Source: an optimization exercise on an open RTL-to-GDS flow (aim: small area, a short achievable clock period and few clock cycles per item). Production flows keep margins and buffers that such runs may drop.
At most, simulation tests tie the RTL to the original design; equivalence was not proved.
The RTL of runs 2 and 3 was laid out without a check of its function.

==> flow/design.v, too long to show whole: its modules and the start of the top module <==
// module prefix_adder: 119 lines
// module sm_adder: 15 lines
// module mcm_lane: 60 lines
// module mcm_lane_ctrl: 61 lines
// module mcm_lane_rows: 99 lines
// module adder_tree: 1023 lines
// module csa_fa: 10 lines
// module csa_xnor: 7 lines
// module csa_or: 7 lines
// module csa_ha: 9 lines
// module req_ack_ctrl: 14 lines
// module mcm_dct_top: 33 lines
module mcm_dct_top (
    input  logic                                  clk,
    input  logic                                  rst_n,
    input  logic                                  req_i,
    input  logic [8*(16+1)-1:0]   samples_i,
    input  logic [8*(3+1)-1:0] codes_i,
    output logic                                  ack_o,
    output logic [32:0]                   result_o
);
  // ...
==> flow/flow/run.sh <==
#!/bin/bash
# Own layout flow: the standard ORFS flow (standard.sh, unchanged synthesis), with the
# ports buffered by a plain buffer cell instead of the default choice, and setup repair
# aimed at a larger slack than the clock period needs, so that repair works on this design's
# real critical paths. Each run's full output goes to a log file in the work folder.
set -euo pipefail
export BUFFER_PORTS_ARGS="-buffer_cell sky130_fd_sc_hd__buf_2"
export SETUP_SLACK_MARGIN="${FLOW_SETUP_MARGIN:-16}"
bash standard.sh synth > run_synth.log 2>&1
bash standard.sh > run_layout.log 2>&1
==> flow/standard.sh <==
#!/bin/bash
# synth_recipe.tcl (not shown) runs the flow's synth.tcl, then flattens the netlist and writes it again
# the make line also repeats each setting of config.mk as NAME=value (left out here)
make -C /OpenROAD-flow-scripts/flow DESIGN_CONFIG=/design/flow/config.mk WORK_HOME=/design/flow/orfs CLKGATE_MAP_FILE= SYNTH_SCRIPT=/design/flow/synth_recipe.tcl "${@:-finish}"
==> flow/config.mk <==
export PLATFORM = sky130hd
export DESIGN_NAME = mcm_dct_top
export DESIGN_NICKNAME = mcm_dct_top
export VERILOG_FILES = /design/flow/design.v
export SDC_FILE = /design/flow/constraint.sdc
export NUM_CORES = 4
export LEC_CHECK = 0
export CAP_MARGIN = 20
export CORE_MARGIN = 2
export CORE_UTILIZATION = 40
export SLEW_MARGIN = 20
export SYNTH_HIERARCHICAL = 1
==> flow/constraint.sdc <==
create_clock -name core_clock -period 26.0 [get_ports {clk}]
set_input_delay 5.2000 -clock core_clock [delete_from_list [all_inputs] [get_ports {clk}]]
set_output_delay 5.2000 -clock core_clock [all_outputs]
set_load 0.01 [all_outputs]
==> impl_metrics.xml, run 1 <==
<?xml version="1.0" encoding="UTF-8"?>
<metrics>
  <group name="routing">
    <metric name="route.top_layer_used" unit="">met5</metric>
  </group>
  <group name="setup_path">
    <metric name="critical_path.endpoint_type" unit="">flop</metric>
    <metric name="cp_max_fanout" unit="">17</metric>
    <metric name="critPathRequiredTime" unit="ps">26140</metric>
    <metric name="timing.critical_path.cells" unit="">buf_2 &gt; xnor2_1 &gt; mux2i_4 &gt; xnor2_4 &gt; a22oi_1 &gt; fa_1 &gt; fa_1 &gt; fa_1 &gt; fa_1 &gt; fa_1 &gt; fa_1 &gt; fa_1</metric>
    <metric name="path_delay_family" unit="">adder cells</metric>
    <metric name="slowest_delay" unit="ps">630</metric>
  </group>
  <group name="finish">
    <metric name="design.seq.count" unit="">86</metric>
    <metric name="final_cell_count_no_fill" unit="">3757</metric>
    <metric name="finalInstanceArea" unit="µm²">32100</metric>
    <metric name="nFillCells" unit="">7056</metric>
  </group>
  <group name="clock_tree">
    <metric name="cts_hold_buffers" unit="">0</metric>
    <metric name="max_buffers_root_to_sink" unit="">2</metric>
    <metric name="clkLatencyLatePin" unit="ps">390</metric>
    <metric name="clock_tree.root_cell" unit="">sky130_fd_sc_hd__clkbuf_16</metric>
  </group>
  <group name="grt">
    <metric name="grt_use_met3" unit="">0.0601</metric>
    <metric name="grt_most_used_layer" unit="">met2</metric>
    <metric name="grt_util_met2" unit="">0.525</metric>
  </group>
  <group name="timing">
    <metric name="final_period_minus_worst_setup_slack" unit="ps">9970</metric>
    <metric name="slew_headroom" unit="">0.394</metric>
    <metric name="actual_transition_at_the_worst_max_transition_pin" unit="ps">909</metric>
  </group>
  <group name="floorplan">
    <metric name="rows" unit="">100</metric>
  </group>
  <group name="yosys">
    <metric name="netlist_area" unit="µm²">30000</metric>
  </group>
  <group name="run_status">
    <metric name="outcome" unit="">finished clean</metric>
  </group>
</metrics>
Testbench counts, summed over its fixed seeds: cycles 4,096, items 2,048.
==> inputs of run 2 (changes only) <==
--- a/flow/design.v
+++ b/flow/design.v
@@ -1263,125 +1263,125 @@
     assign cut_d[82] = c2738;
     assign cut_d[83] = c2741;
     assign cut_d[84] = c2744;
     always_ff @(posedge clk)
     begin
         if (load_i)
             cut_q <= cut_d;
     end
-    csa_ha u_s2833 (.a_i(cut_q[0]), .b_i(cut_q[1]), .s_o(s2833), .c_o(c2833));
-    csa_fa u_s2836 (.a_i(cut_q[3]), .b_i(cut_q[4]), .c_i(cut_q[5]), .s_o(s2836), .c_o(c2836));
-    csa_ha u_s2839 (.a_i(cut_q[6]), .b_i(c2833), .s_o(s2839), .c_o(c2839));
-    csa_fa u_s2842 (.a_i(cut_q[7]), .b_i(cut_q[8]), .c_i(cut_q[9]), .s_o(s2842), .c_o(c2842));
-    csa_ha u_s2845 (.a_i(c2836), .b_i(c2839), .s_o(s2845), .c_o(c2845));
-    csa_fa u_s2848 (.a_i(cut_q[10]), .b_i(cut_q[11]), .c_i(cut_q[12]), .s_o(s2848), .c_o(c2848));
-    csa_ha u_s2851 (.a_i(c2842), .b_i(s2848), .s_o(s2851), .c_o(c2851));
-    csa_fa u_s2854 (.a_i(cut_q[13]), .b_i(cut_q[14]), .c_i(cut_q[15]), .s_o(s2854), .c_o(c2854));
-    csa_ha u_s2857 (.a_i(c2848), .b_i(s2854), .s_o(s2857), .c_o(c2857));
-    csa_fa u_s2860 (.a_i(cut_q[16]), .b_i(cut_q[17]), .c_i(cut_q[18]), .s_o(s2860), .c_o(c2860));
-    csa_ha u_s2863 (.a_i(c2854), .b_i(s2860), .s_o(s2863), .c_o(c2863));
-    csa_fa u_s2866 (.a_i(cut_q[19]), .b_i(cut_q[20]), .c_i(cut_q[21]), .s_o(s2866), .c_o(c2866));
-    csa_ha u_s2869 (.a_i(c2860), .b_i(s2866), .s_o(s2869), .c_o(c2869));
-    csa_fa u_s2872 (.a_i(cut_q[22]), .b_i(cut_q[23]), .c_i(cut_q[24]), .s_o(s2872), .c_o(c2872));
-    csa_ha u_s2875 (.a_i(c2866), .b_i(s2872), .s_o(s2875), .c_o(c2875));
-    csa_fa u_s2878 (.a_i(cut_q[25]), .b_i(cut_q[26]), .c_i(cut_q[27]), .s_o(s2878), .c_o(c2878));
-    csa_ha u_s2881 (.a_i(c2872), .b_i(s2878), .s_o(s2881), .c_o(c2881));
-    csa_fa u_s2884 (.a_i(cut_q[28]), .b_i(cut_q[29]), .c_i(cut_q[30]), .s_o(s2884), .c_o(c2884));
-    csa_ha u_s2887 (.a_i(c2878), .b_i(s2884), .s_o(s2887), .c_o(c2887));
-    csa_fa u_s2890 (.a_i(cut_q[31]), .b_i(cut_q[32]), .c_i(cut_q[33]), .s_o(s2890), .c_o(c2890));
-    csa_ha u_s2893 (.a_i(c2884), .b_i(s2890), .s_o(s2893), .c_o(c2893));
-    csa_fa u_s2896 (.a_i(cut_q[34]), .b_i(cut_q[35]), .c_i(cut_q[36]), .s_o(s2896), .c_o(c2896));
-    csa_ha u_s2899 (.a_i(c2890), .b_i(s2896), .s_o(s2899), .c_o(c2899));
-    csa_fa u_s2902 (.a_i(cut_q[37]), .b_i(cut_q[38]), .c_i(cut_q[39]), .s_o(s2902), .c_o(c2902));
-    csa_ha u_s2905 (.a_i(c2896), .b_i(s2902), .s_o(s2905), .c_o(c2905));
-    csa_fa u_s2908 (.a_i(cut_q[40]), .b_i(cut_q[41]), .c_i(cut_q[42]), .s_o(s2908), .c_o(c2908));
-    csa_ha u_s2911 (.a_i(c2902), .b_i(s2908), .s_o(s2911), .c_o(c2911));
-    csa_fa u_s2914 (.a_i(cut_q[43]), .b_i(cut_q[44]), .c_i(cut_q[45]), .s_o(s2914), .c_o(c2914));
-    csa_ha u_s2917 (.a_i(c2908), .b_i(s2914), .s_o(s2917), .c_o(c2917));
-    csa_fa u_s2920 (.a_i(cut_q[46]), .b_i(cut_q[47]), .c_i(cut_q[48]), .s_o(s2920), .c_o(c2920));
-    csa_ha u_s2923 (.a_i(c2914), .b_i(s2920), .s_o(s2923), .c_o(c2923));
-    csa_fa u_s2926 (.a_i(cut_q[49]), .b_i(cut_q[50]), .c_i(cut_q[51]), .s_o(s2926), .c_o(c2926));
-    csa_ha u_s2929 (.a_i(c2920), .b_i(s2926), .s_o(s2929), .c_o(c2929));
-    csa_fa u_s2932 (.a_i(cut_q[52]), .b_i(cut_q[53]), .c_i(cut_q[54]), .s_o(s2932), .c_o(c2932));
-    csa_ha u_s2935 (.a_i(c2926), .b_i(s2932), .s_o(s2935), .c_o(c2935));
-    csa_fa u_s2938 (.a_i(cut_q[55]), .b_i(cut_q[56]), .c_i(cut_q[57]), .s_o(s2938), .c_o(c2938));
-    csa_ha u_s2941 (.a_i(c2932), .b_i(s2938), .s_o(s2941), .c_o(c2941));
-    csa_fa u_s2944 (.a_i(cut_q[58]), .b_i(cut_q[59]), .c_i(cut_q[60]), .s_o(s2944), .c_o(c2944));
-    csa_fa u_s2947 (.a_i(cut_q[61]), .b_i(c2938), .c_i(s2944), .s_o(s2947), .c_o(c2947));
-    csa_fa u_s2950 (.a_i(cut_q[62]), .b_i(cut_q[63]), .c_i(cut_q[64]), .s_o(s2950), .c_o(c2950));
-    csa_ha u_s2953 (.a_i(c2944), .b_i(s2950), .s_o(s2953), .c_o(c2953));
-    csa_fa u_s2956 (.a_i(cut_q[65]), .b_i(cut_q[66]), .c_i(cut_q[67]), .s_o(s2956), .c_o(c2956));
-    csa_ha u_s2959 (.a_i(c2950), .b_i(s2956), .s_o(s2959), .c_o(c2959));
-    csa_fa u_s2962 (.a_i(cut_q[68]), .b_i(cut_q[69]), .c_i(cut_q[70]), .s_o(s2962), .c_o(c2962));
-    csa_fa u_s2965 (.a_i(cut_q[71]), .b_i(c2956), .c_i(s2962), .s_o(s2965), .c_o(c2965));
-    csa_fa u_s2968 (.a_i(cut_q[72]), .b_i(cut_q[73]), .c_i(cut_q[74]), .s_o(s2968), .c_o(c2968));
-    csa_fa u_s2971 (.a_i(cut_q[75]), .b_i(c2962), .c_i(s2968), .s_o(s2971), .c_o(c2971));
-    csa_fa u_s2974 (.a_i(cut_q[76]), .b_i(cut_q[77]), .c_i(cut_q[78]), .s_o(s2974), .c_o(c2974));
-    csa_ha u_s2977 (.a_i(c2968), .b_i(s2974), .s_o(s2977), .c_o(c2977));
-    csa_fa u_s2980 (.a_i(cut_q[79]), .b_i(cut_q[80]), .c_i(cut_q[81]), .s_o(s2980), .c_o(c2980));
-    csa_fa u_s2983 (.a_i(cut_q[82]), .b_i(c2974), .c_i(s2980), .s_o(s2983), .c_o(c2983));
-    csa_xnor u_s2986 (.a_i(cut_q[83]), .b_i(cut_q[84]), .y_o(s2986));
-    csa_or u_c2986 (.a_i(cut_q[83]), .b_i(cut_q[84]), .y_o(c2986));
-    csa_ha u_s2989 (.a_i(c2980), .b_i(s2986), .s_o(s2989), .c_o(c2989));
-    assign op_a[0] = cut_q[2];
-    assign op_b[0] = s2833;
-    assign op_a[1] = s2836;
-    assign op_b[1] = s2839;
-    assign op_a[2] = s2842;
-    assign op_b[2] = s2845;
-    assign op_a[3] = c2845;
-    assign op_b[3] = s2851;
-    assign op_a[4] = c2851;
-    assign op_b[4] = s2857;
-    assign op_a[5] = c2857;
-    assign op_b[5] = s2863;
-    assign op_a[6] = c2863;
-    assign op_b[6] = s2869;
-    assign op_a[7] = c2869;
-    assign op_b[7] = s2875;
-    assign op_a[8] = c2875;
-    assign op_b[8] = s2881;
-    assign op_a[9] = c2881;
-    assign op_b[9] = s2887;
-    assign op_a[10] = c2887;
-    assign op_b[10] = s2893;
-    assign op_a[11] = c2893;
-    assign op_b[11] = s2899;
-    assign op_a[12] = c2899;
-    assign op_b[12] = s2905;
-    assign op_a[13] = c2905;
-    assign op_b[13] = s2911;
-    assign op_a[14] = c2911;
-    assign op_b[14] = s2917;
-    assign op_a[15] = c2917;
-    assign op_b[15] = s2923;
-    assign op_a[16] = c2923;
-    assign op_b[16] = s2929;
-    assign op_a[17] = c2929;
-    assign op_b[17] = s2935;
-    assign op_a[18] = c2935;
-    assign op_b[18] = s2941;
-    assign op_a[19] = c2941;
-    assign op_b[19] = s2947;
-    assign op_a[20] = s2953;
-    assign op_b[20] = c2947;
-    assign op_a[21] = c2953;
-    assign op_b[21] = s2959;
-    assign op_a[22] = c2959;
-    assign op_b[22] = s2965;
-    assign op_a[23] = c2965;
-    assign op_b[23] = s2971;
-    assign op_a[24] = s2977;
-    assign op_b[24] = c2971;
-    assign op_a[25] = c2977;
-    assign op_b[25] = s2983;
+    csa_fa u_s2833 (.a_i(cut_q[3]), .b_i(cut_q[4]), .c_i(cut_q[5]), .s_o(s2833), .c_o(c2833));
+    csa_fa u_s2836 (.a_i(cut_q[7]), .b_i(cut_q[8]), .c_i(cut_q[9]), .s_o(s2836), .c_o(c2836));
+    csa_fa u_s2839 (.a_i(cut_q[10]), .b_i(cut_q[11]), .c_i(cut_q[12]), .s_o(s2839), .c_o(c2839));
+    csa_fa u_s2842 (.a_i(cut_q[13]), .b_i(cut_q[14]), .c_i(cut_q[15]), .s_o(s2842), .c_o(c2842));
+    csa_fa u_s2845 (.a_i(cut_q[16]), .b_i(cut_q[17]), .c_i(cut_q[18]), .s_o(s2845), .c_o(c2845));
+    csa_fa u_s2848 (.a_i(cut_q[19]), .b_i(cut_q[20]), .c_i(cut_q[21]), .s_o(s2848), .c_o(c2848));
+    csa_fa u_s2851 (.a_i(cut_q[22]), .b_i(cut_q[23]), .c_i(cut_q[24]), .s_o(s2851), .c_o(c2851));
+    csa_fa u_s2854 (.a_i(cut_q[25]), .b_i(cut_q[26]), .c_i(cut_q[27]), .s_o(s2854), .c_o(c2854));
+    csa_fa u_s2857 (.a_i(cut_q[28]), .b_i(cut_q[29]), .c_i(cut_q[30]), .s_o(s2857), .c_o(c2857));
+    csa_fa u_s2860 (.a_i(cut_q[31]), .b_i(cut_q[32]), .c_i(cut_q[33]), .s_o(s2860), .c_o(c2860));
+    csa_fa u_s2863 (.a_i(cut_q[34]), .b_i(cut_q[35]), .c_i(cut_q[36]), .s_o(s2863), .c_o(c2863));
+    csa_fa u_s2866 (.a_i(cut_q[37]), .b_i(cut_q[38]), .c_i(cut_q[39]), .s_o(s2866), .c_o(c2866));
+    csa_fa u_s2869 (.a_i(cut_q[40]), .b_i(cut_q[41]), .c_i(cut_q[42]), .s_o(s2869), .c_o(c2869));
+    csa_fa u_s2872 (.a_i(cut_q[43]), .b_i(cut_q[44]), .c_i(cut_q[45]), .s_o(s2872), .c_o(c2872));
+    csa_fa u_s2875 (.a_i(cut_q[46]), .b_i(cut_q[47]), .c_i(cut_q[48]), .s_o(s2875), .c_o(c2875));
+    csa_fa u_s2878 (.a_i(cut_q[49]), .b_i(cut_q[50]), .c_i(cut_q[51]), .s_o(s2878), .c_o(c2878));
+    csa_fa u_s2881 (.a_i(cut_q[52]), .b_i(cut_q[53]), .c_i(cut_q[54]), .s_o(s2881), .c_o(c2881));
+    csa_fa u_s2884 (.a_i(cut_q[55]), .b_i(cut_q[56]), .c_i(cut_q[57]), .s_o(s2884), .c_o(c2884));
+    csa_fa u_s2887 (.a_i(cut_q[58]), .b_i(cut_q[59]), .c_i(cut_q[60]), .s_o(s2887), .c_o(c2887));
+    csa_fa u_s2890 (.a_i(cut_q[62]), .b_i(cut_q[63]), .c_i(cut_q[64]), .s_o(s2890), .c_o(c2890));
+    csa_fa u_s2893 (.a_i(cut_q[65]), .b_i(cut_q[66]), .c_i(cut_q[67]), .s_o(s2893), .c_o(c2893));
+    csa_fa u_s2896 (.a_i(cut_q[68]), .b_i(cut_q[69]), .c_i(cut_q[70]), .s_o(s2896), .c_o(c2896));
+    csa_fa u_s2899 (.a_i(cut_q[72]), .b_i(cut_q[73]), .c_i(cut_q[74]), .s_o(s2899), .c_o(c2899));
+    csa_fa u_s2902 (.a_i(cut_q[76]), .b_i(cut_q[77]), .c_i(cut_q[78]), .s_o(s2902), .c_o(c2902));
+    csa_fa u_s2905 (.a_i(cut_q[79]), .b_i(cut_q[80]), .c_i(cut_q[81]), .s_o(s2905), .c_o(c2905));
+    csa_xnor u_s2908 (.a_i(cut_q[83]), .b_i(cut_q[84]), .y_o(s2908));
+    csa_or u_c2908 (.a_i(cut_q[83]), .b_i(cut_q[84]), .y_o(c2908));
+    csa_fa u_s2911 (.a_i(cut_q[0]), .b_i(cut_q[1]), .c_i(cut_q[2]), .s_o(s2911), .c_o(c2911));
+    csa_ha u_s2914 (.a_i(cut_q[6]), .b_i(s2833), .s_o(s2914), .c_o(c2914));
+    csa_ha u_s2917 (.a_i(c2833), .b_i(s2836), .s_o(s2917), .c_o(c2917));
+    csa_ha u_s2920 (.a_i(c2836), .b_i(s2839), .s_o(s2920), .c_o(c2920));
+    csa_ha u_s2923 (.a_i(c2839), .b_i(s2842), .s_o(s2923), .c_o(c2923));
+    csa_ha u_s2926 (.a_i(c2842), .b_i(s2845), .s_o(s2926), .c_o(c2926));
+    csa_ha u_s2929 (.a_i(c2845), .b_i(s2848), .s_o(s2929), .c_o(c2929));
+    csa_ha u_s2932 (.a_i(c2848), .b_i(s2851), .s_o(s2932), .c_o(c2932));
+    csa_ha u_s2935 (.a_i(c2851), .b_i(s2854), .s_o(s2935), .c_o(c2935));
+    csa_ha u_s2938 (.a_i(c2854), .b_i(s2857), .s_o(s2938), .c_o(c2938));
+    csa_ha u_s2941 (.a_i(c2857), .b_i(s2860), .s_o(s2941), .c_o(c2941));
+    csa_ha u_s2944 (.a_i(c2860), .b_i(s2863), .s_o(s2944), .c_o(c2944));
+    csa_ha u_s2947 (.a_i(c2863), .b_i(s2866), .s_o(s2947), .c_o(c2947));
+    csa_ha u_s2950 (.a_i(c2866), .b_i(s2869), .s_o(s2950), .c_o(c2950));
+    csa_ha u_s2953 (.a_i(c2869), .b_i(s2872), .s_o(s2953), .c_o(c2953));
+    csa_ha u_s2956 (.a_i(c2872), .b_i(s2875), .s_o(s2956), .c_o(c2956));
+    csa_ha u_s2959 (.a_i(c2875), .b_i(s2878), .s_o(s2959), .c_o(c2959));
+    csa_ha u_s2962 (.a_i(c2878), .b_i(s2881), .s_o(s2962), .c_o(c2962));
+    csa_ha u_s2965 (.a_i(c2881), .b_i(s2884), .s_o(s2965), .c_o(c2965));
+    csa_fa u_s2968 (.a_i(cut_q[61]), .b_i(c2884), .c_i(s2887), .s_o(s2968), .c_o(c2968));
+    csa_ha u_s2971 (.a_i(c2887), .b_i(s2890), .s_o(s2971), .c_o(c2971));
+    csa_ha u_s2974 (.a_i(c2890), .b_i(s2893), .s_o(s2974), .c_o(c2974));
+    csa_fa u_s2977 (.a_i(cut_q[71]), .b_i(c2893), .c_i(s2896), .s_o(s2977), .c_o(c2977));
+    csa_fa u_s2980 (.a_i(cut_q[75]), .b_i(c2896), .c_i(s2899), .s_o(s2980), .c_o(c2980));
+    csa_ha u_s2983 (.a_i(c2899), .b_i(s2902), .s_o(s2983), .c_o(c2983));
+    csa_fa u_s2986 (.a_i(cut_q[82]), .b_i(c2902), .c_i(s2905), .s_o(s2986), .c_o(c2986));
+    csa_ha u_s2989 (.a_i(c2905), .b_i(s2908), .s_o(s2989), .c_o(c2989));
+    assign op_a[0] = s2911;
+    assign op_b[0] = 1'b0;
+    assign op_a[1] = s2914;
+    assign op_b[1] = c2911;
+    assign op_a[2] = s2917;
+    assign op_b[2] = c2914;
+    assign op_a[3] = s2920;
+    assign op_b[3] = c2917;
+    assign op_a[4] = s2923;
+    assign op_b[4] = c2920;
+    assign op_a[5] = s2926;
+    assign op_b[5] = c2923;
+    assign op_a[6] = s2929;
+    assign op_b[6] = c2926;
+    assign op_a[7] = s2932;
+    assign op_b[7] = c2929;
+    assign op_a[8] = s2935;
+    assign op_b[8] = c2932;
+    assign op_a[9] = s2938;
+    assign op_b[9] = c2935;
+    assign op_a[10] = s2941;
+    assign op_b[10] = c2938;
+    assign op_a[11] = s2944;
+    assign op_b[11] = c2941;
+    assign op_a[12] = s2947;
+    assign op_b[12] = c2944;
+    assign op_a[13] = s2950;
+    assign op_b[13] = c2947;
+    assign op_a[14] = s2953;
+    assign op_b[14] = c2950;
+    assign op_a[15] = s2956;
+    assign op_b[15] = c2953;
+    assign op_a[16] = s2959;
+    assign op_b[16] = c2956;
+    assign op_a[17] = s2962;
+    assign op_b[17] = c2959;
+    assign op_a[18] = s2965;
+    assign op_b[18] = c2962;
+    assign op_a[19] = s2968;
+    assign op_b[19] = c2965;
+    assign op_a[20] = s2971;
+    assign op_b[20] = c2968;
+    assign op_a[21] = s2974;
+    assign op_b[21] = c2971;
+    assign op_a[22] = s2977;
+    assign op_b[22] = c2974;
+    assign op_a[23] = s2980;
+    assign op_b[23] = c2977;
+    assign op_a[24] = s2983;
+    assign op_b[24] = c2980;
+    assign op_a[25] = s2986;
+    assign op_b[25] = c2983;
     assign op_a[26] = s2989;
-    assign op_b[26] = c2983;
-    assign op_a[27] = c2986;
+    assign op_b[26] = c2986;
+    assign op_a[27] = c2908;
     assign op_b[27] = c2989;
     sm_adder u_out (
         .a_i   (op_a),
         .b_i   (op_b),
         .sum_o (sum_o)
     );
 endmodule
 module csa_fa (
==> run 2 against run 1 <==
Still clean. Global-route usage is 0.62 points higher. Synthesized cell count hardly changed. Core utilization hardly changed. Non-clock buffer count is 9 higher. Sequential share of layout area hardly changed. Die area hardly changed. Critical path depth is 1 higher. Largest cell class unchanged.
==> impl_metrics.xml, run 2 <==
<?xml version="1.0" encoding="UTF-8"?>
<metrics>
  <group name="timing">
    <metric name="report.final.slew_viol_count" unit="">0</metric>
    <metric name="finalClockSkew" unit="ps">20.2</metric>
    <metric name="setup_violations" unit="">0</metric>
    <metric name="min_period_over_period" unit="">0.384</metric>
    <metric name="tns" unit="ps">0</metric>
    <metric name="final_period_minus_worst_setup_slack" unit="ps">9990</metric>
    <metric name="slew_headroom" unit="">0.372</metric>
    <metric name="rsz0062_at_grt" unit="">true</metric>
    <metric name="hold_viol" unit="">0</metric>
    <metric name="achievable-frequency" unit="MHz">100</metric>
    <metric name="actual_transition_at_the_worst_max_transition_pin" unit="ps">942</metric>
  </group>
  <group name="grt">
    <metric name="grt_first_pass_wirelength" unit="µm">187000</metric>
    <metric name="first_global_vias" unit="">25000</metric>
    <metric name="grtUsageMet1" unit="">0.433</metric>
    <metric name="grt_most_used_layer" unit="">met2</metric>
    <metric name="grt_use_met3" unit="">0.0589</metric>
    <metric name="maximum_number_of_pins_on_one_net_before_global_route_repair" unit="">44</metric>
    <metric name="globalRoute.totalOverflow" unit="">0</metric>
    <metric name="grtUsageTotal" unit="">0.345</metric>
    <metric name="grt_util_met2" unit="">0.564</metric>
    <metric name="antenna_found_initial" unit="">8</metric>
  </group>
  <group name="floorplan">
    <metric name="dieHeight" unit="µm">278</metric>
    <metric name="die_w" unit="µm">278</metric>
    <metric name="die-area" unit="µm²">77200</metric>
    <metric name="coreArea" unit="µm²">74300</metric>
    <metric name="initial_cell_density_of_the_core" unit="">0.404</metric>
    <metric name="floorplan.io_pins" unit="">205</metric>
    <metric name="rows" unit="">100</metric>
  </group>
  <group name="setup_path">
    <metric name="timing.rr.end" unit="">u_tree.cut_q[79]</metric>
    <metric name="r2r-start" unit="">u_ctrl.ack_o</metric>
    <metric name="r2r.worst_path.cells" unit="">2</metric>
    <metric name="crit_path_start" unit="">codes_i[14]</metric>
    <metric name="crit_arrival" unit="ps">10120</metric>
    <metric name="critPathCapture" unit="">u_tree.cut_q[42]</metric>
    <metric name="cp_max_fanout" unit="">17</metric>
    <metric name="setup.worst_path.class" unit="">in -&gt; reg</metric>
    <metric name="r2r_setup_slack" unit="ps">23960</metric>
    <metric name="critical_path.endpoint_type" unit="">flop</metric>
    <metric name="worstSetupStartpointType" unit="">input pin</metric>
    <metric name="critPathRequiredTime" unit="ps">26130</metric>
  </group>
  <group name="placed_design">
    <metric name="port_buffers" unit="">199</metric>
    <metric name="routabilityCongestion" unit="">1.03</metric>
    <metric name="placed_area" unit="µm²">30100</metric>
    <metric name="place.detailed.hpwl" unit="µm">115000</metric>
  </group>
  <group name="finish">
    <metric name="finalInstanceArea" unit="µm²">32100</metric>
    <metric name="area_growth_syn_to_layout" unit="%">7.13</metric>
    <metric name="largest_register_ffs" unit="">85</metric>
    <metric name="final_layout_size_suffix_gt1_frac" unit="">0.186</metric>
    <metric name="final_common_cell" unit="">sky130_fd_sc_hd__a22oi_1</metric>
    <metric name="final_nets" unit="">3683</metric>
    <metric name="commonest_cells_after_routing_fill_and_taps_aside" unit="">749 x sky130_fd_sc_hd__a22oi_1, 636 x sky130_fd_sc_hd__fa_1, 185 x sky130_fd_sc_hd__buf_2, 183 x sky130_fd_sc_hd__inv_1, 144 x sky130_fd_sc_hd__nand2_1</metric>
    <metric name="regMostFlops" unit="">u_tree.cut_q</metric>
    <metric name="final_core_utilization" unit="">0.432</metric>
    <metric name="layout_top_registers" unit="">u_tree.cut_q: 85 flops, u_ctrl.ack_o: 1 flops</metric>
  </group>
  <group name="clock_tree">
    <metric name="cts_max_level" unit="">3</metric>
    <metric name="cts.sinks" unit="">86</metric>
    <metric name="cts_tree" unit="">built</metric>
    <metric name="max_buffers_root_to_sink" unit="">2</metric>
    <metric name="cts_made_buffers" unit="">9</metric>
    <metric name="clock_tree.root_cell" unit="">sky130_fd_sc_hd__clkbuf_16</metric>
    <metric name="cts_hold_buffers" unit="">0</metric>
    <metric name="clkLatencyLatePin" unit="ps">380</metric>
    <metric name="clk_pin_slew_worst_paths" unit="ps">90</metric>
  </group>
  <group name="yosys">
    <metric name="postSynthCellCount" unit="">2781</metric>
    <metric name="ys_warn_count" unit="">8</metric>
    <metric name="synth.avg_cell_area" unit="µm²">10.8</metric>
    <metric name="netlist_area" unit="µm²">30000</metric>
  </group>
  <group name="routing">
    <metric name="route.detailed.drc" unit="">0</metric>
    <metric name="detailedRoute.firstIterationViolations" unit="">3723</metric>
    <metric name="drt_pre_antenna_iters" unit="">8</metric>
    <metric name="ant_nets" unit="">0</metric>
    <metric name="totalWireLength" unit="µm">138000</metric>
    <metric name="wl_per_cell" unit="µm">36.5</metric>
    <metric name="num_vias" unit="">25000</metric>
    <metric name="via_per_inst" unit="">6.64</metric>
  </group>
  <group name="run_status">
    <metric name="outcome" unit="">finished clean</metric>
  </group>
  <group name="hold_path">
    <metric name="hold_path_class" unit="">reg -&gt; reg</metric>
  </group>
  <group name="job">
    <metric name="maxCapViolCount" unit="">0</metric>
  </group>
</metrics>
[run 2: routing by layer]
| metal | up-vias | wire, µm |
|---|---|---|
| met4 | 6 | 10100 |
| met2 | 1867 | 64100 |
| met1 | 13000 | 50200 |
| met3 | 339 | 12900 |
| met5 | - | 120 |
| li1 | 9865 | - |
[run 2: final cells by class]
| type | count | area (µm²) |
|---|---|---|
| Sequential cell | 86 | 2580 |
| Tap cell | 969 | 1210 |
| Fill cell | 7134 | 42200 |
| Clock buffer | 9 | 225 |
| Antenna cell | 5 | 12.5 |
| Inverter | 184 | 692 |
| Clock inverter | 7 | 71.3 |
| Multi-Input combinational cell | 2156 | 25000 |
| Timing Repair Buffer | 352 | 2330 |
[run 2: how the worst min path moves through the flow]
stage	cells after the start	slack, ps	endpoint	start
after CTS	1	1330	u_tree.cut_q[1]	u_ctrl.ack_o
after floorplan	1	1780	u_tree.cut_q[0]	u_ctrl.ack_o
final	1	1260	u_tree.cut_q[1]	u_ctrl.ack_o
after detailed placement	1	1300	u_tree.cut_q[1]	u_ctrl.ack_o
after global placement	1	1280	u_tree.cut_q[1]	u_ctrl.ack_o
after global routing	1	1380	u_tree.cut_q[1]	u_ctrl.ack_o
[run 2: worst max-delay path, cell delays in order]
cell and delay (ps):
sky130_fd_sc_hd__clkbuf_4 200, sky130_fd_sc_hd__xnor2_1 160, sky130_fd_sc_hd__mux2i_1 260, sky130_fd_sc_hd__xnor2_1 100, sky130_fd_sc_hd__buf_4 230, sky130_fd_sc_hd__a22oi_1 520, sky130_fd_sc_hd__fa_1 580, sky130_fd_sc_hd__fa_1 420
sky130_fd_sc_hd__fa_1 530, sky130_fd_sc_hd__fa_1 590, sky130_fd_sc_hd__fa_1 450, sky130_fd_sc_hd__fa_1 400, sky130_fd_sc_hd__fa_1 450
[run 2: stage by stage]
stage	instances	hold WS (ps)	worst slack [ps]
3_3_place_gp	3658	1280	14940
5_1_grt	3765	1380	15950
4_1_cts	3689	1330	16010
2_1_floorplan	2786	1780	16050
3_5_place_dp	3658	1300	14870
6_report	3768	1260	16010
[run 2: timing repair]
action                                  in CTS  in global routing
endpoints found under the setup margin      77                 50
resized for setup                           66                114
setup buffers                               14                 68
pin swaps                                   10                 46
gates cloned                                 1                  6
==> module mcm_lane, before the edit <==
module mcm_lane (
    input  logic [16:0]   sample_i,
    input  logic [3:0] code_i,
    output logic [91-1:0] pp_o
);
    logic s0, ns0, pa2, qa2, pa3, qa3, nqa, np4, nq4, np6, nq6, np8, nq8, qa, q4, q6, q8, nq4c, nq6c, nq8c;
    mcm_lane_ctrl u_ctrl (
        .sign_i (sample_i[16]),
        .code_i (code_i),
        .s0_o (s0),
        .ns0_o (ns0),
        .pa2_o (pa2),
        .qa2_o (qa2),
        .pa3_o (pa3),
        .qa3_o (qa3),
        .nqa_o (nqa),
        .np4_o (np4),
        .nq4_o (nq4),
        .np6_o (np6),
        .nq6_o (nq6),
        .np8_o (np8),
        .nq8_o (nq8),
        .qa_o (qa),
        .q4_o (q4),
        .q6_o (q6),
        .q8_o (q8),
        .nq4c_o (nq4c),
        .nq6c_o (nq6c),
        .nq8c_o (nq8c)
    );
    logic [15:0] xn;
    assign xn = ~sample_i[16-1:0];
    mcm_lane_rows u_rows (
        .x_i   (sample_i[16-1:0]),
        .xn_i  (xn),
        .s0_i (s0),
        .ns0_i (ns0),
        .pa2_i (pa2),
        .qa2_i (qa2),
        .pa3_i (pa3),
        .qa3_i (qa3),
        .np4_i (np4),
        .nq4_i (nq4),
        .np6_i (np6),
        .nq6_i (nq6),
        .np8_i (np8),
        .nq8_i (nq8),
        .row_o (pp_o[80:0])
    );
    assign pp_o[81] = s0;   
    assign pp_o[82] = qa;   
    assign pp_o[83] = q4;   
    assign pp_o[84] = q6;   
    assign pp_o[85] = q8;   
    assign pp_o[86] = ns0;   
    assign pp_o[87] = nqa;   
    assign pp_o[88] = nq4c;   
    assign pp_o[89] = nq6c;   
    assign pp_o[90] = nq8c;   
endmodule
==> module mcm_lane_ctrl, before the edit <==
module mcm_lane_ctrl (
    input  logic       sign_i,
    input  logic [3:0] code_i,
    output logic       s0_o,
    output logic       ns0_o,
    output logic       pa2_o,
    output logic       qa2_o,
    output logic       pa3_o,
    output logic       qa3_o,
    output logic       nqa_o,
    output logic       np4_o,
    output logic       nq4_o,
    output logic       np6_o,
    output logic       nq6_o,
    output logic       np8_o,
    output logic       nq8_o,
    output logic       qa_o,
    output logic       q4_o,
    output logic       q6_o,
    output logic       q8_o,
    output logic       nq4c_o,
    output logic       nq6c_o,
    output logic       nq8c_o
);
    logic [2:0] idx;
    logic       t;
    logic       ga2, ga3, ga, g4, g6, g8, sa, s4, s6, s8, s0;
    assign idx = code_i[2:0];
    assign t   = sign_i ^ code_i[3];
    assign ga2 = ((idx == 3'd1) | (idx == 3'd2) | (idx == 3'd6) | (idx == 3'd7));
    assign ga3 = ((idx == 3'd3));
    assign ga  = ga2 | ga3;
    assign g4  = ((idx == 3'd4) | (idx == 3'd5) | (idx == 3'd6));
    assign g6  = ((idx == 3'd5) | (idx == 3'd6));
    assign g8  = ((idx == 3'd6) | (idx == 3'd7));
    assign s0  = t ^ ((idx == 3'd1) | (idx == 3'd4) | (idx == 3'd7));
    assign sa  = t ^ ((idx == 3'd7));
    assign s4  = t ^ ((idx == 3'd5) | (idx == 3'd6));
    assign s6  = t ^ ((idx == 3'd6));
    assign s8  = t ^ 1'b0;
    assign s0_o  = s0;
    assign ns0_o = ~s0;
    assign pa2_o = ga2 & ~sa;
    assign qa2_o = ga2 & sa;
    assign pa3_o = ga3 & ~sa;
    assign qa3_o = ga3 & sa;
    assign nqa_o = ~(ga & sa);
    assign np4_o = ~(g4 & ~s4);
    assign nq4_o = ~(g4 & s4);
    assign np6_o = ~(g6 & ~s6);
    assign nq6_o = ~(g6 & s6);
    assign np8_o = ~(g8 & ~s8);
    assign nq8_o = ~(g8 & s8);
    assign qa_o   = ga & sa;
    assign q4_o   = g4 & s4;
    assign q6_o   = g6 & s6;
    assign q8_o   = g8 & s8;
    assign nq4c_o = ~q4_o;
    assign nq6c_o = ~q6_o;
    assign nq8c_o = ~q8_o;
endmodule
==> module mcm_lane_rows, before the edit <==
module mcm_lane_rows (
    input  logic [15:0] x_i,
    input  logic [15:0] xn_i,
    input  logic        s0_i,
    input  logic        ns0_i,
    input  logic        pa2_i,
    input  logic        qa2_i,
    input  logic        pa3_i,
    input  logic        qa3_i,
    input  logic        np4_i,
    input  logic        nq4_i,
    input  logic        np6_i,
    input  logic        nq6_i,
    input  logic        np8_i,
    input  logic        nq8_i,
    output logic [80:0] row_o
);
    assign row_o[0] = ~((x_i[0] & s0_i) | (xn_i[0] & ns0_i));   
    assign row_o[1] = ~((x_i[1] & s0_i) | (xn_i[1] & ns0_i));   
    assign row_o[2] = ~((x_i[2] & s0_i) | (xn_i[2] & ns0_i));   
    assign row_o[3] = ~((x_i[3] & s0_i) | (xn_i[3] & ns0_i));   
    assign row_o[4] = ~((x_i[4] & s0_i) | (xn_i[4] & ns0_i));   
    assign row_o[5] = ~((x_i[5] & s0_i) | (xn_i[5] & ns0_i));   
    assign row_o[6] = ~((x_i[6] & s0_i) | (xn_i[6] & ns0_i));   
    assign row_o[7] = ~((x_i[7] & s0_i) | (xn_i[7] & ns0_i));   
    assign row_o[8] = ~((x_i[8] & s0_i) | (xn_i[8] & ns0_i));   
    assign row_o[9] = ~((x_i[9] & s0_i) | (xn_i[9] & ns0_i));   
    assign row_o[10] = ~((x_i[10] & s0_i) | (xn_i[10] & ns0_i));   
    assign row_o[11] = ~((x_i[11] & s0_i) | (xn_i[11] & ns0_i));   
    assign row_o[12] = ~((x_i[12] & s0_i) | (xn_i[12] & ns0_i));   
    assign row_o[13] = ~((x_i[13] & s0_i) | (xn_i[13] & ns0_i));   
    assign row_o[14] = ~((x_i[14] & s0_i) | (xn_i[14] & ns0_i));   
    assign row_o[15] = ~((x_i[15] & s0_i) | (xn_i[15] & ns0_i));   
    assign row_o[16] = ~(~((x_i[0] & pa2_i) | (xn_i[0] & qa2_i)) & ~qa3_i);   
    assign row_o[17] = ~(~((x_i[1] & pa2_i) | (xn_i[1] & qa2_i)) & ~((x_i[0] & pa3_i) | (xn_i[0] & qa3_i)));   
    assign row_o[18] = ~(~((x_i[2] & pa2_i) | (xn_i[2] & qa2_i)) & ~((x_i[1] & pa3_i) | (xn_i[1] & qa3_i)));   
    assign row_o[19] = ~(~((x_i[3] & pa2_i) | (xn_i[3] & qa2_i)) & ~((x_i[2] & pa3_i) | (xn_i[2] & qa3_i)));   
    assign row_o[20] = ~(~((x_i[4] & pa2_i) | (xn_i[4] & qa2_i)) & ~((x_i[3] & pa3_i) | (xn_i[3] & qa3_i)));   
    assign row_o[21] = ~(~((x_i[5] & pa2_i) | (xn_i[5] & qa2_i)) & ~((x_i[4] & pa3_i) | (xn_i[4] & qa3_i)));   
    assign row_o[22] = ~(~((x_i[6] & pa2_i) | (xn_i[6] & qa2_i)) & ~((x_i[5] & pa3_i) | (xn_i[5] & qa3_i)));   
    assign row_o[23] = ~(~((x_i[7] & pa2_i) | (xn_i[7] & qa2_i)) & ~((x_i[6] & pa3_i) | (xn_i[6] & qa3_i)));   
    assign row_o[24] = ~(~((x_i[8] & pa2_i) | (xn_i[8] & qa2_i)) & ~((x_i[7] & pa3_i) | (xn_i[7] & qa3_i)));   
    assign row_o[25] = ~(~((x_i[9] & pa2_i) | (xn_i[9] & qa2_i)) & ~((x_i[8] & pa3_i) | (xn_i[8] & qa3_i)));   
    assign row_o[26] = ~(~((x_i[10] & pa2_i) | (xn_i[10] & qa2_i)) & ~((x_i[9] & pa3_i) | (xn_i[9] & qa3_i)));   
    assign row_o[27] = ~(~((x_i[11] & pa2_i) | (xn_i[11] & qa2_i)) & ~((x_i[10] & pa3_i) | (xn_i[10] & qa3_i)));   
    assign row_o[28] = ~(~((x_i[12] & pa2_i) | (xn_i[12] & qa2_i)) & ~((x_i[11] & pa3_i) | (xn_i[11] & qa3_i)));   
    assign row_o[29] = ~(~((x_i[13] & pa2_i) | (xn_i[13] & qa2_i)) & ~((x_i[12] & pa3_i) | (xn_i[12] & qa3_i)));   
    assign row_o[30] = ~(~((x_i[14] & pa2_i) | (xn_i[14] & qa2_i)) & ~((x_i[13] & pa3_i) | (xn_i[13] & qa3_i)));   
    assign row_o[31] = ~(~((x_i[15] & pa2_i) | (xn_i[15] & qa2_i)) & ~((x_i[14] & pa3_i) | (xn_i[14] & qa3_i)));   
    assign row_o[32] = ~(~qa2_i & ~((x_i[15] & pa3_i) | (xn_i[15] & qa3_i)));   
    assign row_o[33] = ~((x_i[0] & np4_i) | (xn_i[0] & nq4_i));   
    assign row_o[34] = ~((x_i[1] & np4_i) | (xn_i[1] & nq4_i));   
    assign row_o[35] = ~((x_i[2] & np4_i) | (xn_i[2] & nq4_i));   
    assign row_o[36] = ~((x_i[3] & np4_i) | (xn_i[3] & nq4_i));   
    assign row_o[37] = ~((x_i[4] & np4_i) | (xn_i[4] & nq4_i));   
    assign row_o[38] = ~((x_i[5] & np4_i) | (xn_i[5] & nq4_i));   
    assign row_o[39] = ~((x_i[6] & np4_i) | (xn_i[6] & nq4_i));   
    assign row_o[40] = ~((x_i[7] & np4_i) | (xn_i[7] & nq4_i));   
    assign row_o[41] = ~((x_i[8] & np4_i) | (xn_i[8] & nq4_i));   
    assign row_o[42] = ~((x_i[9] & np4_i) | (xn_i[9] & nq4_i));   
    assign row_o[43] = ~((x_i[10] & np4_i) | (xn_i[10] & nq4_i));   
    assign row_o[44] = ~((x_i[11] & np4_i) | (xn_i[11] & nq4_i));   
    assign row_o[45] = ~((x_i[12] & np4_i) | (xn_i[12] & nq4_i));   
    assign row_o[46] = ~((x_i[13] & np4_i) | (xn_i[13] & nq4_i));   
    assign row_o[47] = ~((x_i[14] & np4_i) | (xn_i[14] & nq4_i));   
    assign row_o[48] = ~((x_i[15] & np4_i) | (xn_i[15] & nq4_i));   
    assign row_o[49] = ~((x_i[0] & np6_i) | (xn_i[0] & nq6_i));   
    assign row_o[50] = ~((x_i[1] & np6_i) | (xn_i[1] & nq6_i));   
    assign row_o[51] = ~((x_i[2] & np6_i) | (xn_i[2] & nq6_i));   
    assign row_o[52] = ~((x_i[3] & np6_i) | (xn_i[3] & nq6_i));   
    assign row_o[53] = ~((x_i[4] & np6_i) | (xn_i[4] & nq6_i));   
    assign row_o[54] = ~((x_i[5] & np6_i) | (xn_i[5] & nq6_i));   
    assign row_o[55] = ~((x_i[6] & np6_i) | (xn_i[6] & nq6_i));   
    assign row_o[56] = ~((x_i[7] & np6_i) | (xn_i[7] & nq6_i));   
    assign row_o[57] = ~((x_i[8] & np6_i) | (xn_i[8] & nq6_i));   
    assign row_o[58] = ~((x_i[9] & np6_i) | (xn_i[9] & nq6_i));   
    assign row_o[59] = ~((x_i[10] & np6_i) | (xn_i[10] & nq6_i));   
    assign row_o[60] = ~((x_i[11] & np6_i) | (xn_i[11] & nq6_i));   
    assign row_o[61] = ~((x_i[12] & np6_i) | (xn_i[12] & nq6_i));   
    assign row_o[62] = ~((x_i[13] & np6_i) | (xn_i[13] & nq6_i));   
    assign row_o[63] = ~((x_i[14] & np6_i) | (xn_i[14] & nq6_i));   
    assign row_o[64] = ~((x_i[15] & np6_i) | (xn_i[15] & nq6_i));   
    assign row_o[65] = ~((x_i[0] & np8_i) | (xn_i[0] & nq8_i));   
    assign row_o[66] = ~((x_i[1] & np8_i) | (xn_i[1] & nq8_i));   
    assign row_o[67] = ~((x_i[2] & np8_i) | (xn_i[2] & nq8_i));   
    assign row_o[68] = ~((x_i[3] & np8_i) | (xn_i[3] & nq8_i));   
    assign row_o[69] = ~((x_i[4] & np8_i) | (xn_i[4] & nq8_i));   
    assign row_o[70] = ~((x_i[5] & np8_i) | (xn_i[5] & nq8_i));   
    assign row_o[71] = ~((x_i[6] & np8_i) | (xn_i[6] & nq8_i));   
    assign row_o[72] = ~((x_i[7] & np8_i) | (xn_i[7] & nq8_i));   
    assign row_o[73] = ~((x_i[8] & np8_i) | (xn_i[8] & nq8_i));   
    assign row_o[74] = ~((x_i[9] & np8_i) | (xn_i[9] & nq8_i));   
    assign row_o[75] = ~((x_i[10] & np8_i) | (xn_i[10] & nq8_i));   
    assign row_o[76] = ~((x_i[11] & np8_i) | (xn_i[11] & nq8_i));   
    assign row_o[77] = ~((x_i[12] & np8_i) | (xn_i[12] & nq8_i));   
    assign row_o[78] = ~((x_i[13] & np8_i) | (xn_i[13] & nq8_i));   
    assign row_o[79] = ~((x_i[14] & np8_i) | (xn_i[14] & nq8_i));   
    assign row_o[80] = ~((x_i[15] & np8_i) | (xn_i[15] & nq8_i));   
endmodule
==> inputs of run 3 (changes only) <==
--- a/flow/design.v
+++ b/flow/design.v
@@ -144,3 +144,3 @@
 );
-    logic s0, ns0, pa2, qa2, pa3, qa3, nqa, np4, nq4, np6, nq6, np8, nq8, qa, q4, q6, q8, nq4c, nq6c, nq8c;
+    logic s0, ns0, pa2, qa2, ga3, ea, nea, np4, nq4, np6, nq6, np8, nq8, q4, q6, q8;
     mcm_lane_ctrl u_ctrl (
@@ -152,5 +152,5 @@
         .qa2_o (qa2),
-        .pa3_o (pa3),
-        .qa3_o (qa3),
-        .nqa_o (nqa),
+        .ga3_o (ga3),
+        .ea_o (ea),
+        .nea_o (nea),
         .np4_o (np4),
@@ -161,9 +161,5 @@
         .nq8_o (nq8),
-        .qa_o (qa),
         .q4_o (q4),
         .q6_o (q6),
-        .q8_o (q8),
-        .nq4c_o (nq4c),
-        .nq6c_o (nq6c),
-        .nq8c_o (nq8c)
+        .q8_o (q8)
     );
@@ -178,4 +174,3 @@
         .qa2_i (qa2),
-        .pa3_i (pa3),
-        .qa3_i (qa3),
+        .ga3_i (ga3),
         .np4_i (np4),
@@ -189,3 +184,3 @@
     assign pp_o[81] = s0;   
-    assign pp_o[82] = qa;   
+    assign pp_o[82] = ea;   
     assign pp_o[83] = q4;   
@@ -194,6 +189,6 @@
     assign pp_o[86] = ns0;   
-    assign pp_o[87] = nqa;   
-    assign pp_o[88] = nq4c;   
-    assign pp_o[89] = nq6c;   
-    assign pp_o[90] = nq8c;   
+    assign pp_o[87] = nea;   
+    assign pp_o[88] = nq4;   
+    assign pp_o[89] = nq6;   
+    assign pp_o[90] = nq8;   
 endmodule
@@ -207,5 +202,5 @@
     output logic       qa2_o,
-    output logic       pa3_o,
-    output logic       qa3_o,
-    output logic       nqa_o,
+    output logic       ga3_o,
+    output logic       ea_o,
+    output logic       nea_o,
     output logic       np4_o,
@@ -216,46 +211,24 @@
     output logic       nq8_o,
-    output logic       qa_o,
     output logic       q4_o,
     output logic       q6_o,
-    output logic       q8_o,
-    output logic       nq4c_o,
-    output logic       nq6c_o,
-    output logic       nq8c_o
+    output logic       q8_o
 );
-    logic [2:0] idx;
-    logic       t;
-    logic       ga2, ga3, ga, g4, g6, g8, sa, s4, s6, s8, s0;
-    assign idx = code_i[2:0];
-    assign t   = sign_i ^ code_i[3];
-    assign ga2 = ((idx == 3'd1) | (idx == 3'd2) | (idx == 3'd6) | (idx == 3'd7));
-    assign ga3 = ((idx == 3'd3));
-    assign ga  = ga2 | ga3;
-    assign g4  = ((idx == 3'd4) | (idx == 3'd5) | (idx == 3'd6));
-    assign g6  = ((idx == 3'd5) | (idx == 3'd6));
-    assign g8  = ((idx == 3'd6) | (idx == 3'd7));
-    assign s0  = t ^ ((idx == 3'd1) | (idx == 3'd4) | (idx == 3'd7));
-    assign sa  = t ^ ((idx == 3'd7));
-    assign s4  = t ^ ((idx == 3'd5) | (idx == 3'd6));
-    assign s6  = t ^ ((idx == 3'd6));
-    assign s8  = t ^ 1'b0;
-    assign s0_o  = s0;
-    assign ns0_o = ~s0;
-    assign pa2_o = ga2 & ~sa;
-    assign qa2_o = ga2 & sa;
-    assign pa3_o = ga3 & ~sa;
-    assign qa3_o = ga3 & sa;
-    assign nqa_o = ~(ga & sa);
-    assign np4_o = ~(g4 & ~s4);
-    assign nq4_o = ~(g4 & s4);
-    assign np6_o = ~(g6 & ~s6);
-    assign nq6_o = ~(g6 & s6);
-    assign np8_o = ~(g8 & ~s8);
-    assign nq8_o = ~(g8 & s8);
-    assign qa_o   = ga & sa;
-    assign q4_o   = g4 & s4;
-    assign q6_o   = g6 & s6;
-    assign q8_o   = g8 & s8;
-    assign nq4c_o = ~q4_o;
-    assign nq6c_o = ~q6_o;
-    assign nq8c_o = ~q8_o;
+    logic [3:0] key;
+    assign key = {sign_i ^ code_i[3], code_i[2:0]};
+    assign s0_o = 16'b0110110110010010 >> key;
+    assign ns0_o = 16'b1001001001101101 >> key;
+    assign pa2_o = 16'b0100011010000000 >> key;
+    assign qa2_o = 16'b1000000001000110 >> key;
+    assign ga3_o = 16'b0000100000001000 >> key;
+    assign ea_o = 16'b0111011110110001 >> key;
+    assign nea_o = 16'b1000100001001110 >> key;
+    assign np4_o = 16'b1001111111101111 >> key;
+    assign nq4_o = 16'b1110011110011111 >> key;
+    assign np6_o = 16'b1011111111011111 >> key;
+    assign nq6_o = 16'b1101111110111111 >> key;
+    assign np8_o = 16'b1111111100111111 >> key;
+    assign nq8_o = 16'b0011111111111111 >> key;
+    assign q4_o = 16'b0001100001100000 >> key;
+    assign q6_o = 16'b0010000001000000 >> key;
+    assign q8_o = 16'b1100000000000000 >> key;
 endmodule
@@ -269,4 +242,3 @@
     input  logic        qa2_i,
-    input  logic        pa3_i,
-    input  logic        qa3_i,
+    input  logic        ga3_i,
     input  logic        np4_i,
@@ -295,19 +267,19 @@
     assign row_o[15] = ~((x_i[15] & s0_i) | (xn_i[15] & ns0_i));   
-    assign row_o[16] = ~(~((x_i[0] & pa2_i) | (xn_i[0] & qa2_i)) & ~qa3_i);   
-    assign row_o[17] = ~(~((x_i[1] & pa2_i) | (xn_i[1] & qa2_i)) & ~((x_i[0] & pa3_i) | (xn_i[0] & qa3_i)));   
-    assign row_o[18] = ~(~((x_i[2] & pa2_i) | (xn_i[2] & qa2_i)) & ~((x_i[1] & pa3_i) | (xn_i[1] & qa3_i)));   
-    assign row_o[19] = ~(~((x_i[3] & pa2_i) | (xn_i[3] & qa2_i)) & ~((x_i[2] & pa3_i) | (xn_i[2] & qa3_i)));   
-    assign row_o[20] = ~(~((x_i[4] & pa2_i) | (xn_i[4] & qa2_i)) & ~((x_i[3] & pa3_i) | (xn_i[3] & qa3_i)));   
-    assign row_o[21] = ~(~((x_i[5] & pa2_i) | (xn_i[5] & qa2_i)) & ~((x_i[4] & pa3_i) | (xn_i[4] & qa3_i)));   
-    assign row_o[22] = ~(~((x_i[6] & pa2_i) | (xn_i[6] & qa2_i)) & ~((x_i[5] & pa3_i) | (xn_i[5] & qa3_i)));   
-    assign row_o[23] = ~(~((x_i[7] & pa2_i) | (xn_i[7] & qa2_i)) & ~((x_i[6] & pa3_i) | (xn_i[6] & qa3_i)));   
-    assign row_o[24] = ~(~((x_i[8] & pa2_i) | (xn_i[8] & qa2_i)) & ~((x_i[7] & pa3_i) | (xn_i[7] & qa3_i)));   
-    assign row_o[25] = ~(~((x_i[9] & pa2_i) | (xn_i[9] & qa2_i)) & ~((x_i[8] & pa3_i) | (xn_i[8] & qa3_i)));   
-    assign row_o[26] = ~(~((x_i[10] & pa2_i) | (xn_i[10] & qa2_i)) & ~((x_i[9] & pa3_i) | (xn_i[9] & qa3_i)));   
-    assign row_o[27] = ~(~((x_i[11] & pa2_i) | (xn_i[11] & qa2_i)) & ~((x_i[10] & pa3_i) | (xn_i[10] & qa3_i)));   
-    assign row_o[28] = ~(~((x_i[12] & pa2_i) | (xn_i[12] & qa2_i)) & ~((x_i[11] & pa3_i) | (xn_i[11] & qa3_i)));   
-    assign row_o[29] = ~(~((x_i[13] & pa2_i) | (xn_i[13] & qa2_i)) & ~((x_i[12] & pa3_i) | (xn_i[12] & qa3_i)));   
-    assign row_o[30] = ~(~((x_i[14] & pa2_i) | (xn_i[14] & qa2_i)) & ~((x_i[13] & pa3_i) | (xn_i[13] & qa3_i)));   
-    assign row_o[31] = ~(~((x_i[15] & pa2_i) | (xn_i[15] & qa2_i)) & ~((x_i[14] & pa3_i) | (xn_i[14] & qa3_i)));   
-    assign row_o[32] = ~(~qa2_i & ~((x_i[15] & pa3_i) | (xn_i[15] & qa3_i)));   
+    assign row_o[16] = ~((x_i[0] & pa2_i) | (xn_i[0] & qa2_i) | ga3_i);   
+    assign row_o[17] = ~((x_i[1] & pa2_i) | (xn_i[1] & qa2_i) | (xn_i[0] & ga3_i));   
+    assign row_o[18] = ~((x_i[2] & pa2_i) | (xn_i[2] & qa2_i) | (xn_i[1] & ga3_i));   
+    assign row_o[19] = ~((x_i[3] & pa2_i) | (xn_i[3] & qa2_i) | (xn_i[2] & ga3_i));   
+    assign row_o[20] = ~((x_i[4] & pa2_i) | (xn_i[4] & qa2_i) | (xn_i[3] & ga3_i));   
+    assign row_o[21] = ~((x_i[5] & pa2_i) | (xn_i[5] & qa2_i) | (xn_i[4] & ga3_i));   
+    assign row_o[22] = ~((x_i[6] & pa2_i) | (xn_i[6] & qa2_i) | (xn_i[5] & ga3_i));   
+    assign row_o[23] = ~((x_i[7] & pa2_i) | (xn_i[7] & qa2_i) | (xn_i[6] & ga3_i));   
+    assign row_o[24] = ~((x_i[8] & pa2_i) | (xn_i[8] & qa2_i) | (xn_i[7] & ga3_i));   
+    assign row_o[25] = ~((x_i[9] & pa2_i) | (xn_i[9] & qa2_i) | (xn_i[8] & ga3_i));   
+    assign row_o[26] = ~((x_i[10] & pa2_i) | (xn_i[10] & qa2_i) | (xn_i[9] & ga3_i));   
+    assign row_o[27] = ~((x_i[11] & pa2_i) | (xn_i[11] & qa2_i) | (xn_i[10] & ga3_i));   
+    assign row_o[28] = ~((x_i[12] & pa2_i) | (xn_i[12] & qa2_i) | (xn_i[11] & ga3_i));   
+    assign row_o[29] = ~((x_i[13] & pa2_i) | (xn_i[13] & qa2_i) | (xn_i[12] & ga3_i));   
+    assign row_o[30] = ~((x_i[14] & pa2_i) | (xn_i[14] & qa2_i) | (xn_i[13] & ga3_i));   
+    assign row_o[31] = ~((x_i[15] & pa2_i) | (xn_i[15] & qa2_i) | (xn_i[14] & ga3_i));   
+    assign row_o[32] = ~(qa2_i | (xn_i[15] & ga3_i));   
     assign row_o[33] = ~((x_i[0] & np4_i) | (xn_i[0] & nq4_i));   
--- a/flow/flow/run.sh
+++ b/flow/flow/run.sh
@@ -6,3 +6,3 @@
 set -euo pipefail
-export BUFFER_PORTS_ARGS="-buffer_cell sky130_fd_sc_hd__buf_2"
+export BUFFER_PORTS_ARGS="-buffer_cell sky130_fd_sc_hd__buf_1"
 export SETUP_SLACK_MARGIN="${FLOW_SETUP_MARGIN:-16}"
==> run 3 against run 2 <==
Flip-flop and latch count stayed put. Synthesized area fell by 3.4%. Non-clock buffer count grew 4. Critical endpoint is now u_tree.cut_q[54]. Wire length decreased by 3.1%. Via count fell by 0.92%. Still clean. Hold slack got worse by 41 ps. Largest cell class unchanged.
==> impl_metrics.xml, run 3 <==
<?xml version="1.0" encoding="UTF-8"?>
<metrics>
  <group name="placed_design">
    <metric name="post-place-ws" unit="ps">14670</metric>
    <metric name="place.detailed.hpwl" unit="µm">109000</metric>
    <metric name="placedCellCount" unit="">3481</metric>
    <metric name="routabilityCongestion" unit="">1.05</metric>
    <metric name="placed_area" unit="µm²">29500</metric>
    <metric name="port_buffers" unit="">199</metric>
  </group>
  <group name="setup_path">
    <metric name="cp_max_fanout" unit="">13</metric>
    <metric name="setup.worst_path.class" unit="">in -&gt; reg</metric>
    <metric name="critical_path.endpoint_type" unit="">flop</metric>
    <metric name="critPathRequiredTime" unit="ps">26140</metric>
    <metric name="crit_arrival" unit="ps">10150</metric>
    <metric name="worstSetupStartpointType" unit="">input pin</metric>
  </group>
  <group name="grt">
    <metric name="grtUsageTotal" unit="">0.352</metric>
    <metric name="grtUsageMet1" unit="">0.449</metric>
    <metric name="first_global_vias" unit="">25000</metric>
    <metric name="grt_first_pass_wirelength" unit="µm">185000</metric>
    <metric name="grt_most_used_layer" unit="">met2</metric>
    <metric name="maximum_number_of_pins_on_one_net_before_global_route_repair" unit="">44</metric>
    <metric name="globalRoute.totalOverflow" unit="">0</metric>
    <metric name="grt_util_met2" unit="">0.526</metric>
    <metric name="grt_use_met3" unit="">0.0807</metric>
    <metric name="antenna_found_initial" unit="">7</metric>
  </group>
  <group name="timing">
    <metric name="slew_headroom" unit="">0.373</metric>
    <metric name="final.setup.worst_slack" unit="ps">15990</metric>
    <metric name="rsz0062_at_grt" unit="">true</metric>
    <metric name="min_period_over_period" unit="">0.385</metric>
    <metric name="tns" unit="ps">0</metric>
    <metric name="final_period_minus_worst_setup_slack" unit="ps">10010</metric>
    <metric name="finalClockSkew" unit="ps">25.2</metric>
    <metric name="hold_viol" unit="">0</metric>
    <metric name="setup_violations" unit="">0</metric>
    <metric name="achievable-frequency" unit="MHz">99.9</metric>
    <metric name="actual_transition_at_the_worst_max_transition_pin" unit="ps">931</metric>
    <metric name="report.final.slew_viol_count" unit="">0</metric>
  </group>
  <group name="finish">
    <metric name="final_cell_count_no_fill" unit="">3633</metric>
    <metric name="nFillCells" unit="">6742</metric>
    <metric name="final_nets" unit="">3626</metric>
    <metric name="area_growth_syn_to_layout" unit="%">11.8</metric>
    <metric name="commonest_cells_after_routing_fill_and_taps_aside" unit="">587 x sky130_fd_sc_hd__fa_1, 452 x sky130_fd_sc_hd__a22oi_1, 171 x sky130_fd_sc_hd__inv_1, 159 x sky130_fd_sc_hd__buf_1, 131 x sky130_fd_sc_hd__buf_4</metric>
    <metric name="final_layout_size_suffix_gt1_frac" unit="">0.199</metric>
    <metric name="final_common_cell" unit="">sky130_fd_sc_hd__fa_1</metric>
    <metric name="largest_register_ffs" unit="">85</metric>
    <metric name="regMostFlops" unit="">u_tree.cut_q</metric>
    <metric name="layout_top_registers" unit="">u_tree.cut_q: 85 flops, u_ctrl.ack_o: 1 flops</metric>
    <metric name="finalInstanceArea" unit="µm²">32400</metric>
  </group>
  <group name="clock_tree">
    <metric name="max_buffers_root_to_sink" unit="">2</metric>
    <metric name="cts_max_level" unit="">3</metric>
    <metric name="cts_made_buffers" unit="">9</metric>
    <metric name="clk_pin_slew_worst_paths" unit="ps">90</metric>
    <metric name="clock_tree.root_cell" unit="">sky130_fd_sc_hd__clkbuf_16</metric>
    <metric name="clkLatencyLatePin" unit="ps">400</metric>
    <metric name="cts_hold_buffers" unit="">0</metric>
    <metric name="cts.sinks" unit="">86</metric>
    <metric name="cts_tree" unit="">built</metric>
  </group>
  <group name="routing">
    <metric name="num_vias" unit="">24800</metric>
    <metric name="drt_pre_antenna_iters" unit="">13</metric>
    <metric name="via_per_inst" unit="">6.83</metric>
    <metric name="ant_nets" unit="">0</metric>
    <metric name="totalWireLength" unit="µm">133000</metric>
    <metric name="wl_per_cell" unit="µm">36.7</metric>
    <metric name="route.detailed.drc" unit="">0</metric>
    <metric name="detailedRoute.firstIterationViolations" unit="">4357</metric>
  </group>
  <group name="yosys">
    <metric name="postSynthCellCount" unit="">2597</metric>
    <metric name="synth.avg_cell_area" unit="µm²">11.2</metric>
    <metric name="ys_warn_count" unit="">8</metric>
    <metric name="netlist_area" unit="µm²">29000</metric>
  </group>
  <group name="floorplan">
    <metric name="coreArea" unit="µm²">71600</metric>
    <metric name="dieHeight" unit="µm">273</metric>
    <metric name="rows" unit="">98</metric>
    <metric name="die-area" unit="µm²">74600</metric>
    <metric name="initial_cell_density_of_the_core" unit="">0.405</metric>
    <metric name="die_w" unit="µm">273</metric>
    <metric name="floorplan.io_pins" unit="">205</metric>
  </group>
  <group name="job">
    <metric name="maxCapViolCount" unit="">0</metric>
  </group>
  <group name="hold_path">
    <metric name="hold_path_class" unit="">reg -&gt; reg</metric>
  </group>
  <group name="run_status">
    <metric name="outcome" unit="">finished clean</metric>
  </group>
</metrics>
run 3: path summary, 6_finish.rpt:
kind	slack, ps	start	cells past startpoint	endpoint
worst min register to register	1220	u_ctrl.ack_o	1	u_tree.cut_q[1]
min in group asynchronous	4540	rst_n	1	u_ctrl.ack_o
worst min-delay path	1220	u_ctrl.ack_o	1	u_tree.cut_q[1]
worst max register to register	24020	u_ctrl.ack_o	2	u_tree.cut_q[79]
max in group asynchronous	21360	rst_n	1	u_ctrl.ack_o
worst max-delay path	15990	codes_i[11]	15	u_tree.cut_q[54]
run 3: final cells by class:
type,instances,area (µm²),share of cell area
multi-input combinational,2015,25300,0.780
sequential,86,2580,0.0796
timing repair buffer,356,2260,0.0699
tap,950,1190,0.0367
inverter,200,769,0.0238
clock buffer,10,229,0.00707
clock inverter,6,71.3,0.00220
antenna,10,25.0,0.000772
run 3: per-stage QoR:
| step | utilization | hold slack [ps] |
|---|---|---|
| 2_1_floorplan | - | 1780 |
| 3_3_place_gp | 0.413 | 1190 |
| 3_5_place_dp | 0.413 | 1230 |
| 4_1_cts | 0.438 | 1260 |
| 5_1_grt | 0.452 | 1320 |
| 6_report | 0.452 | 1220 |
run 3: critical path: stages:
cell,delay (ps)
sky130_fd_sc_hd__buf_2,160
sky130_fd_sc_hd__xor2_4,200
sky130_fd_sc_hd__buf_8,160
sky130_fd_sc_hd__buf_4,170
sky130_fd_sc_hd__nand3_1,80
sky130_fd_sc_hd__o211ai_1,120
sky130_fd_sc_hd__buf_6,190
sky130_fd_sc_hd__a222oi_1,510
sky130_fd_sc_hd__fa_1,560
sky130_fd_sc_hd__fa_2,410
sky130_fd_sc_hd__fa_1,530
sky130_fd_sc_hd__fa_1,600
sky130_fd_sc_hd__fa_2,460
sky130_fd_sc_hd__fa_2,360
sky130_fd_sc_hd__fa_1,430
run 3: metal layers:
| layer | vias to the layer above | part of all wire |
|---|---|---|
| li1 | 9592 | - |
| met1 | 12900 | 0.37 |
| met2 | 1946 | 0.44 |
| met3 | 415 | 0.10 |
| met4 | 2 | 0.091 |
| met5 | - | 0.00035 |
run 3: timing repair:
| action | 4_1_cts | 5_1_grt |
|---|---|---|
| setup endpoints to repair | 78 | 51 |
| pin swaps | 55 | 125 |
| setup buffers | 66 | 49 |
| resized for setup | 247 | 150 |
| cloned | 6 | 5 |

[static timing again, ports no longer ideal]
How much do the figures lean on ideal ports? The routed layouts below were timed once more, with nothing changed but the port constraints.
Step 1 assumes that a clkbuf_16 drives the clock port and a buf_2 every other input.
Step 2 adds t to the input delays and takes it off the output delays; t is the mean of the earliest and latest rising clock arrival at the registers after step 1. Input paths then give back, and output paths get back, about the clock's delay inside the block.
Slacks: ideal / step 1 / step 2; pairs: ideal / step 1.
run	t (ns)	setup WS [ns]	worst slew at a driven data input, ns
run 1	0.447	16.030 / 16.071 / 15.624	0.09
run 2	0.438	16.010 / 15.945 / 15.613	0.13
run 3	0.454	15.992 / 16.027 / 15.574	0.10
After both steps every run listed still meets setup and hold. The setup slack of run 3, which loses most, moves by +0.035 ns with the drivers and by -0.418 ns with both steps.
